This design comes from an exercise in tuning for small area on the open sky130 flow, not from production work.
Only simulation tests tie the RTL to the original design; equivalence was not proved.

==> inputs of run R <==
==> flow/design.v <==
`timescale 1ns/1ps
`default_nettype none
module segmentDecoder
(
    input  wire [3:0] digit,
    input  wire       blank,
    output logic [6:0] segments
);
    wire a = digit[3], b = digit[2], c = digit[1], d = digit[0];
    always_comb
    begin
        segments[6] = a | c | (b & d) | (!b & !d);
        segments[5] = !b | (c & d) | (!c & !d);
        segments[4] = b | !c | d;
        segments[3] = a | (!b & !d) | (c & !d) | (!b & c) | (b & !c & d);
        segments[2] = (!b & !d) | (c & !d);
        segments[1] = a | (!c & !d) | (b & !c) | (b & !d);
        segments[0] = a | (b & !c) | (!b & c) | (c & !d);
        if (blank)
            segments = 7'b0000000;
    end
endmodule
`default_nettype wire
`timescale 1ns/1ps
`default_nettype none
module miniCalc
(
    input  wire       Clk,
    input  wire       rst,
    input  wire [7:0] switch,
    input  wire       btnPushLow,
    input  wire       btnPushHi,
    input  wire       btnExecute,
    input  wire       btnOutputHi,
    output wire [7:0] led,
    output wire [6:0] disp3,
    output wire [6:0] disp2,
    output wire [6:0] disp1,
    output wire [6:0] disp0
);
    localparam logic [3:0] OpRefresh = 4'b0000;
    localparam logic [3:0] OpPushL   = 4'b0001;
    localparam logic [3:0] OpPushH   = 4'b0010;
    localparam logic [3:0] OpPop     = 4'b0011;
    localparam logic [3:0] OpCopy    = 4'b0100;
    localparam logic [3:0] OpSwap    = 4'b0101;
    localparam logic [3:0] OpAdd     = 4'b1000;
    localparam logic [3:0] OpSub     = 4'b1001;
    localparam logic [3:0] OpMul     = 4'b1010;
    localparam logic [2:0] StIdle = 3'd0;
    localparam logic [2:0] StPend = 3'd1;
    localparam logic [2:0] StWX   = 3'd2;    
    localparam logic [2:0] StWA1  = 3'd3;    
    localparam logic [2:0] StWA2  = 3'd4;    
    localparam logic [2:0] StWT   = 3'd5;    
    logic [4:0]       q;
    logic [2:0]       stage;
    logic [3:0]       op;
    logic [3:0]       n;
    logic             err;
    logic             prevHi;
    logic [6:0][31:0] W;
    logic [31:0]      X;
    logic [31:0]      A;
    logic [15:0]      D;
    wire [3:0] k     = q[3:0];
    wire       h     = q[4];
    wire       kLast = (k == 4'd15);
    wire qLast = (q == 5'd31);
    wire inWX  = (stage == StWX);
    wire inWA1 = (stage == StWA1);
    wire inWA2 = (stage == StWA2);
    wire inWA  = inWA1 | inWA2;
    wire inWT  = (stage == StWT);
    wire isArith = op[3];
    wire isMul   = (op == OpMul);
    wire inv     = (op == OpSub);
    wire press = btnPushLow | btnPushHi | btnExecute;
    wire start = (stage == StIdle) && (press || (btnOutputHi != prevHi));
    logic [3:0] cmdOp;
    logic [3:0] cmdN;
    logic       cmdFault;
    logic       cmdClear;
    always_comb
    begin
        cmdOp    = OpRefresh;
        cmdN     = n;
        cmdFault = 1'b0;
        cmdClear = 1'b0;
        if (btnPushLow)
        begin
            if (n[3])
                cmdFault = 1'b1;
            else
            begin
                cmdOp = OpPushL;
                cmdN  = n + 4'd1;
            end
        end
        else if (btnPushHi)
        begin
            if (n == 4'd0)
                cmdFault = 1'b1;
            else
                cmdOp = OpPushH;
        end
        else if (btnExecute && btnOutputHi)
        begin
            cmdClear = 1'b1;
            cmdN     = 4'd0;
        end
        else if (btnExecute)
        begin
            case (switch[2:0])
                3'b000, 3'b001, 3'b010:
                begin
                    if (n[3:1] == 3'd0)
                        cmdFault = 1'b1;
                    else
                    begin
                        cmdOp = (switch[1:0] == 2'b00) ? OpAdd :
                                (switch[1:0] == 2'b01) ? OpSub : OpMul;
                        cmdN  = n - 4'd1;
                    end
                end
                3'b111:
                begin
                    if (n[3:1] == 3'd0)
                        cmdFault = 1'b1;
                    else
                        cmdOp = OpSwap;
                end
                3'b101:
                begin
                    if (n == 4'd0)
                        cmdFault = 1'b1;
                    else
                    begin
                        cmdOp = OpPop;
                        cmdN  = n - 4'd1;
                    end
                end
                3'b110:
                begin
                    if (n == 4'd0 || n[3])
                        cmdFault = 1'b1;
                    else
                    begin
                        cmdOp = OpCopy;
                        cmdN  = n + 4'd1;
                    end
                end
                default: ;
            endcase
        end
    end
    always_ff @(posedge Clk)
    begin
        prevHi <= btnOutputHi;
        if (start)
            op <= cmdOp;
        if (rst)
        begin
            q     <= 5'd0;
            stage <= StIdle;
            n     <= 4'd0;
            err   <= 1'b0;
        end
        else
        begin
            q <= q + 5'd1;
            case (stage)
                StIdle:
                    if (start)
                        stage <= cmdOp[3] ? (kLast ? StWA1 : StPend) : (qLast ? StWX : StPend);
                StPend:
                    if (isArith ? kLast : qLast)
                        stage <= isArith ? StWA1 : StWX;
                StWX:  if (qLast) stage <= StIdle;
                StWA1: if (kLast) stage <= StWA2;
                StWA2: if (kLast) stage <= StWT;
                default: if (kLast) stage <= StIdle;
            endcase
            if (start)
            begin
                n   <= cmdN;
                err <= cmdClear ? 1'b0 : (err | cmdFault);
            end
        end
    end
    wire [2:0] idx = (op == OpPop || isArith) ? 3'(n - 4'd1) : 3'(n - 4'd2);
    logic [7:0] tapA;
    logic [7:0] tapB;
    always_comb
    begin
        tapA = 8'd0;
        tapB = 8'd0;
        for (int i = 0; i < 7; i++)
        begin
            tapA[i] = W[i][31];
            tapB[i] = W[i][15];
        end
    end
    wire sA = tapA[idx];
    wire sB = tapB[idx];
    wire s  = (inWA1 ^ h) ? sA : sB;
    wire wrRing = inWX && (op == OpPushL || op == OpCopy || op == OpSwap);
    always_ff @(posedge Clk)
    begin
        for (int i = 0; i < 7; i++)
        begin
            if (wrRing && idx == 3'(i))
                W[i] <= {W[i][30:0], X[31]};
            else
                W[i] <= {W[i][30:0], W[i][31]};
        end
    end
    wire top8 = q[4] & q[3];
    logic in0;
    always_comb
    begin
        case (op)
            OpPop, OpSwap: in0 = sA;
            OpPushL:       in0 = top8 & A[7];
            OpPushH:       in0 = top8 ? A[7] : X[23];
            default:       in0 = X[31];
        endcase
    end
    wire resHi = A[31] ^ inv;
    wire resLo = A[15] ^ inv;
    always_ff @(posedge Clk)
    begin
        if (inWX | inWT)
            X <= {X[30:16], inWT ? resHi : X[15], X[14:0], inWT ? resLo : in0};
    end
    wire c0    = inWA & !isMul & (s ^ inv);
    wire e1    = inWA & (isMul ? s : (inWA2 & kLast));
    wire [31:0] addA = {A[30:0], c0};
    wire [31:0] addB = X & {32{e1}};
    logic [31:0] sum;
    logic [32:0] cy;
    always_comb
    begin
        cy[0] = 1'b0;
        for (int i = 0; i < 32; i++)
        begin
            sum[i]   = addA[i] ^ addB[i] ^ cy[i];
            cy[i+1]  = (addA[i] & addB[i]) | (cy[i] & (addA[i] ^ addB[i]));
        end
    end
    wire aLoad = start & (btnPushLow | btnPushHi);
    wire aEn   = inWA | inWT | (inWX & top8 & (op == OpPushL || op == OpPushH));
    always_ff @(posedge Clk)
    begin
        A[31:8] <= sum[31:8];
        if (aLoad)
            A[7:0] <= switch;
        else if (aEn)
            A[7:0] <= sum[7:0];
    end
    wire dispWin = (inWX & (h ^ btnOutputHi)) | inWT;
    wire dBit    = inWT ? (btnOutputHi ? resHi : resLo) : in0;
    function automatic logic [3:0] add3(input logic [3:0] d);
        add3[3] = d[3] | (d[2] & d[0]) | (d[2] & d[1]);
        add3[2] = (d[3] & d[0]) | (d[2] & !d[1] & !d[0]);
        add3[1] = (d[3] & !d[0]) | (!d[2] & d[1]) | (d[1] & d[0]);
        add3[0] = (d[3] & !d[0]) | (!d[3] & !d[2] & d[0]) | (d[2] & d[1] & !d[0]);
    endfunction
    logic [15:0] dNext;
    always_comb
    begin
        logic [15:0] t;
        t = (k == 4'd0) ? 16'd0 : D;
        for (int d = 0; d < 4; d++)
            t[4*d +: 4] = add3(t[4*d +: 4]);
        dNext = {t[14:0], dBit};
    end
    always_ff @(posedge Clk)
    begin
        if (dispWin)
            D <= dNext;
    end
    wire blank = (n == 4'd0);
    assign led = {err, 3'b000, n};
    segmentDecoder u_seg3 (.digit(D[15:12]), .blank(blank), .segments(disp3));
    segmentDecoder u_seg2 (.digit(D[11:8]),  .blank(blank), .segments(disp2));
    segmentDecoder u_seg1 (.digit(D[7:4]),   .blank(blank), .segments(disp1));
    segmentDecoder u_seg0 (.digit(D[3:0]),   .blank(blank), .segments(disp0));
endmodule
`default_nettype wire
==> flow/flow/run.sh <==
#!/bin/bash
# Own layout flow: the standard ORFS flow with an area-oriented
# combinational mapping in synthesis (my_synth.tcl, area.abc) and the
# smallest buffer on the ports. Each tool's output goes to a log file here.
set -euo pipefail
W=$(pwd)
F=$W/flow
ORFS=(-C "$FLOW_HOME" DESIGN_CONFIG="$FLOW_CONFIG" WORK_HOME="$W/orfs" CLKGATE_MAP_FILE= SYNTH_SCRIPT="$F/my_synth.tcl")

MY_ABC_SCRIPT="$F/area.abc" make "${ORFS[@]}" synth > "$W/synth.log" 2>&1
make "${ORFS[@]}" BUFFER_PORTS_ARGS="-buffer_cell sky130_fd_sc_hd__buf_1" finish > "$W/layout.log" 2>&1

R="$W/orfs/results/$FLOW_PLATFORM/miniCalc/base"
: # left out here: write the final layout as DEF
==> flow/flow/area.abc <==
strash
dch -f
amap
==> flow/flow/my_synth.tcl <==
# The standard flow's synthesis script (ORFS synth.tcl, then flattened and renamed as the
# standard synthesis does), with two changes to the combinational mapping only:
# extract_fa looks for full adders alone (its half adders end up as plain AND
# gates), and abc runs area.abc, an area-oriented mapping, instead of ORFS's
# script. Registers are mapped exactly as in the standard synthesis.
proc synth {args} { yosys synth -nofsm -noshare {*}$args }
proc extract_fa {args} { yosys extract_fa -fa }
proc abc {args} {
  set i [lsearch -exact $args -script]
  if { $i >= 0 } { lset args [expr { $i + 1 }] $::env(MY_ABC_SCRIPT) }
  yosys abc {*}$args
}
source $::env(SCRIPTS_DIR)/synth.tcl
# left out here: clear keep_hierarchy, flatten, clean up, hide names made inside functions, write 1_2_yosys.v
==> flow/standard.sh <==
#!/bin/bash
# synth_recipe.tcl (not shown) runs the flow's synth.tcl, then flattens the netlist and writes it again
# the make line also repeats each setting of config.mk as NAME=value (left out here)
make -C /OpenROAD-flow-scripts/flow DESIGN_CONFIG=/design/flow/config.mk WORK_HOME=/design/flow/orfs CLKGATE_MAP_FILE= SYNTH_SCRIPT=/design/flow/synth_recipe.tcl "${@:-finish}"
==> flow/config.mk <==
export PLATFORM = sky130hd
export DESIGN_NAME = miniCalc
export DESIGN_NICKNAME = miniCalc
export VERILOG_FILES = /design/flow/design.v
export SDC_FILE = /design/flow/constraint.sdc
export NUM_CORES = 4
export LEC_CHECK = 0
export ABC_AREA = 1
export CAP_MARGIN = 20
export CORE_MARGIN = 2
export CORE_UTILIZATION = 75
export CTS_BUF_LIST = sky130_fd_sc_hd__clkbuf_16
export CTS_CLUSTER_DIAMETER = 70
export CTS_CLUSTER_SIZE = 28
export PLACE_DENSITY = 0.85
export SLEW_MARGIN = 20
==> flow/constraint.sdc <==
create_clock -name core_clock -period 24.0 [get_ports {Clk}]
set_input_delay 4.8000 -clock core_clock [delete_from_list [all_inputs] [get_ports {Clk}]]
set_output_delay 4.8000 -clock core_clock [all_outputs]
set_load 0.01 [all_outputs]
==> inputs of run M, as changes to run R <==
--- a/flow/design.v
+++ b/flow/design.v
@@ -122,3 +122,2 @@
                                 (switch[1:0] == 2'b01) ? OpSub : OpMul;
-                        cmdN  = n - 4'd1;
                     end
@@ -139,3 +138,2 @@
                         cmdOp = OpPop;
-                        cmdN  = n - 4'd1;
                     end
@@ -184,4 +182,7 @@
             if (start)
+                n <= cmdN;
+            else if ((inWX & qLast & (op == OpPop)) | (inWA2 & kLast))
+                n <= n - 4'd1;
+            if (start)
             begin
-                n   <= cmdN;
                 err <= cmdClear ? 1'b0 : (err | cmdFault);
@@ -190,3 +191,3 @@
     end
-    wire [2:0] idx = (op == OpPop || isArith) ? 3'(n - 4'd1) : 3'(n - 4'd2);
+    wire [2:0] idx = 3'(n - 4'd2);
     logic [7:0] tapA;
--- a/flow/flow/run.sh
+++ b/flow/flow/run.sh
@@ -10,3 +10,3 @@
 MY_ABC_SCRIPT="$F/area.abc" make "${ORFS[@]}" synth > "$W/synth.log" 2>&1
-make "${ORFS[@]}" BUFFER_PORTS_ARGS="-buffer_cell sky130_fd_sc_hd__buf_1" finish > "$W/layout.log" 2>&1
+make "${ORFS[@]}" BUFFER_PORTS_ARGS="-buffer_cell sky130_fd_sc_hd__buf_1" CTS_ARGS="-sink_clustering_enable -repair_clock_nets -sink_clustering_size 10 -sink_clustering_max_diameter 40 -buf_list sky130_fd_sc_hd__clkbuf_4 -dont_use_dummy_load" finish > "$W/layout.log" 2>&1
 
ABC_AREA = not set   (was 1)
CORE_UTILIZATION = 85   (was 75)
CTS_BUF_LIST = not set   (was sky130_fd_sc_hd__clkbuf_16)
CTS_CLUSTER_DIAMETER = not set   (was 70)
CTS_CLUSTER_SIZE = not set   (was 28)
PLACE_DENSITY = 0.92   (was 0.85)
==> run summary <==
Status: run R timing/DRC/antenna clean; run M aborted with a tool error
Last stage reached: run R -; run M detailed placement (3_5_place_dp)
Post-DP HPWL: run R 12,300 um; run M 17,700 um
Die span in y: run R 118 um; run M 111 um
Share of synthesized area occupied by flip-flops and latches: run R 0.726; run M 0.728
Count of standard-cell rows: run R 41; run M 38
Post-synthesis share of cell area spent on and, or, nand and nor gates: run R 0.0981; run M 0.0972
Area of the mapped netlist: run R 9710 um2; run M 9680 um2
Instance count of the mapped netlist: run R 765; run M 758
Portion of synthesized cell area occupied by the leading cell type: run R 0.540; run M 0.542
Arithmetic-cell share of the synthesized area counting full adders, half adders and majority gates: run R 0.0619; run M 0.0621
Avg Synthesized Cell Area: run R 12.7 um2; run M 12.8 um2
Width of the die: run R 118 um; run M 111 um
Yosys cell types: run R 33; run M 39
Effective utilization at floorplan: run R 0.769; run M 0.881
Placer Congestion: run R 0.943; run M 0.956

static timing again, ports no longer ideal:
How much do the figures lean on ideal ports? The routed layout below was timed once more, with nothing changed but the port constraints. Step 1, drivers: a clkbuf_16 drives Clk and a buf_2 each remaining input, both assumed. Step 2, shift: input delay + t, output delay - t, t = (earliest + latest rising clock arrival at the registers) / 2. This alone moves slack from input paths to output paths. a / b / c = ideal ports / drivers / drivers and shift; a / b = the first two.
run: run R
t, ns: 0.522
setup slack, ns: 8.602 / 8.602 / 8.602
worst setup path after step 2: register to register
slew at the worst register clock pin (ns): 0.11 / 0.11
After both steps setup and hold are still met in run R. The setup slack of run R moves by 0.000 ns with the drivers and by 0.000 ns with both steps.
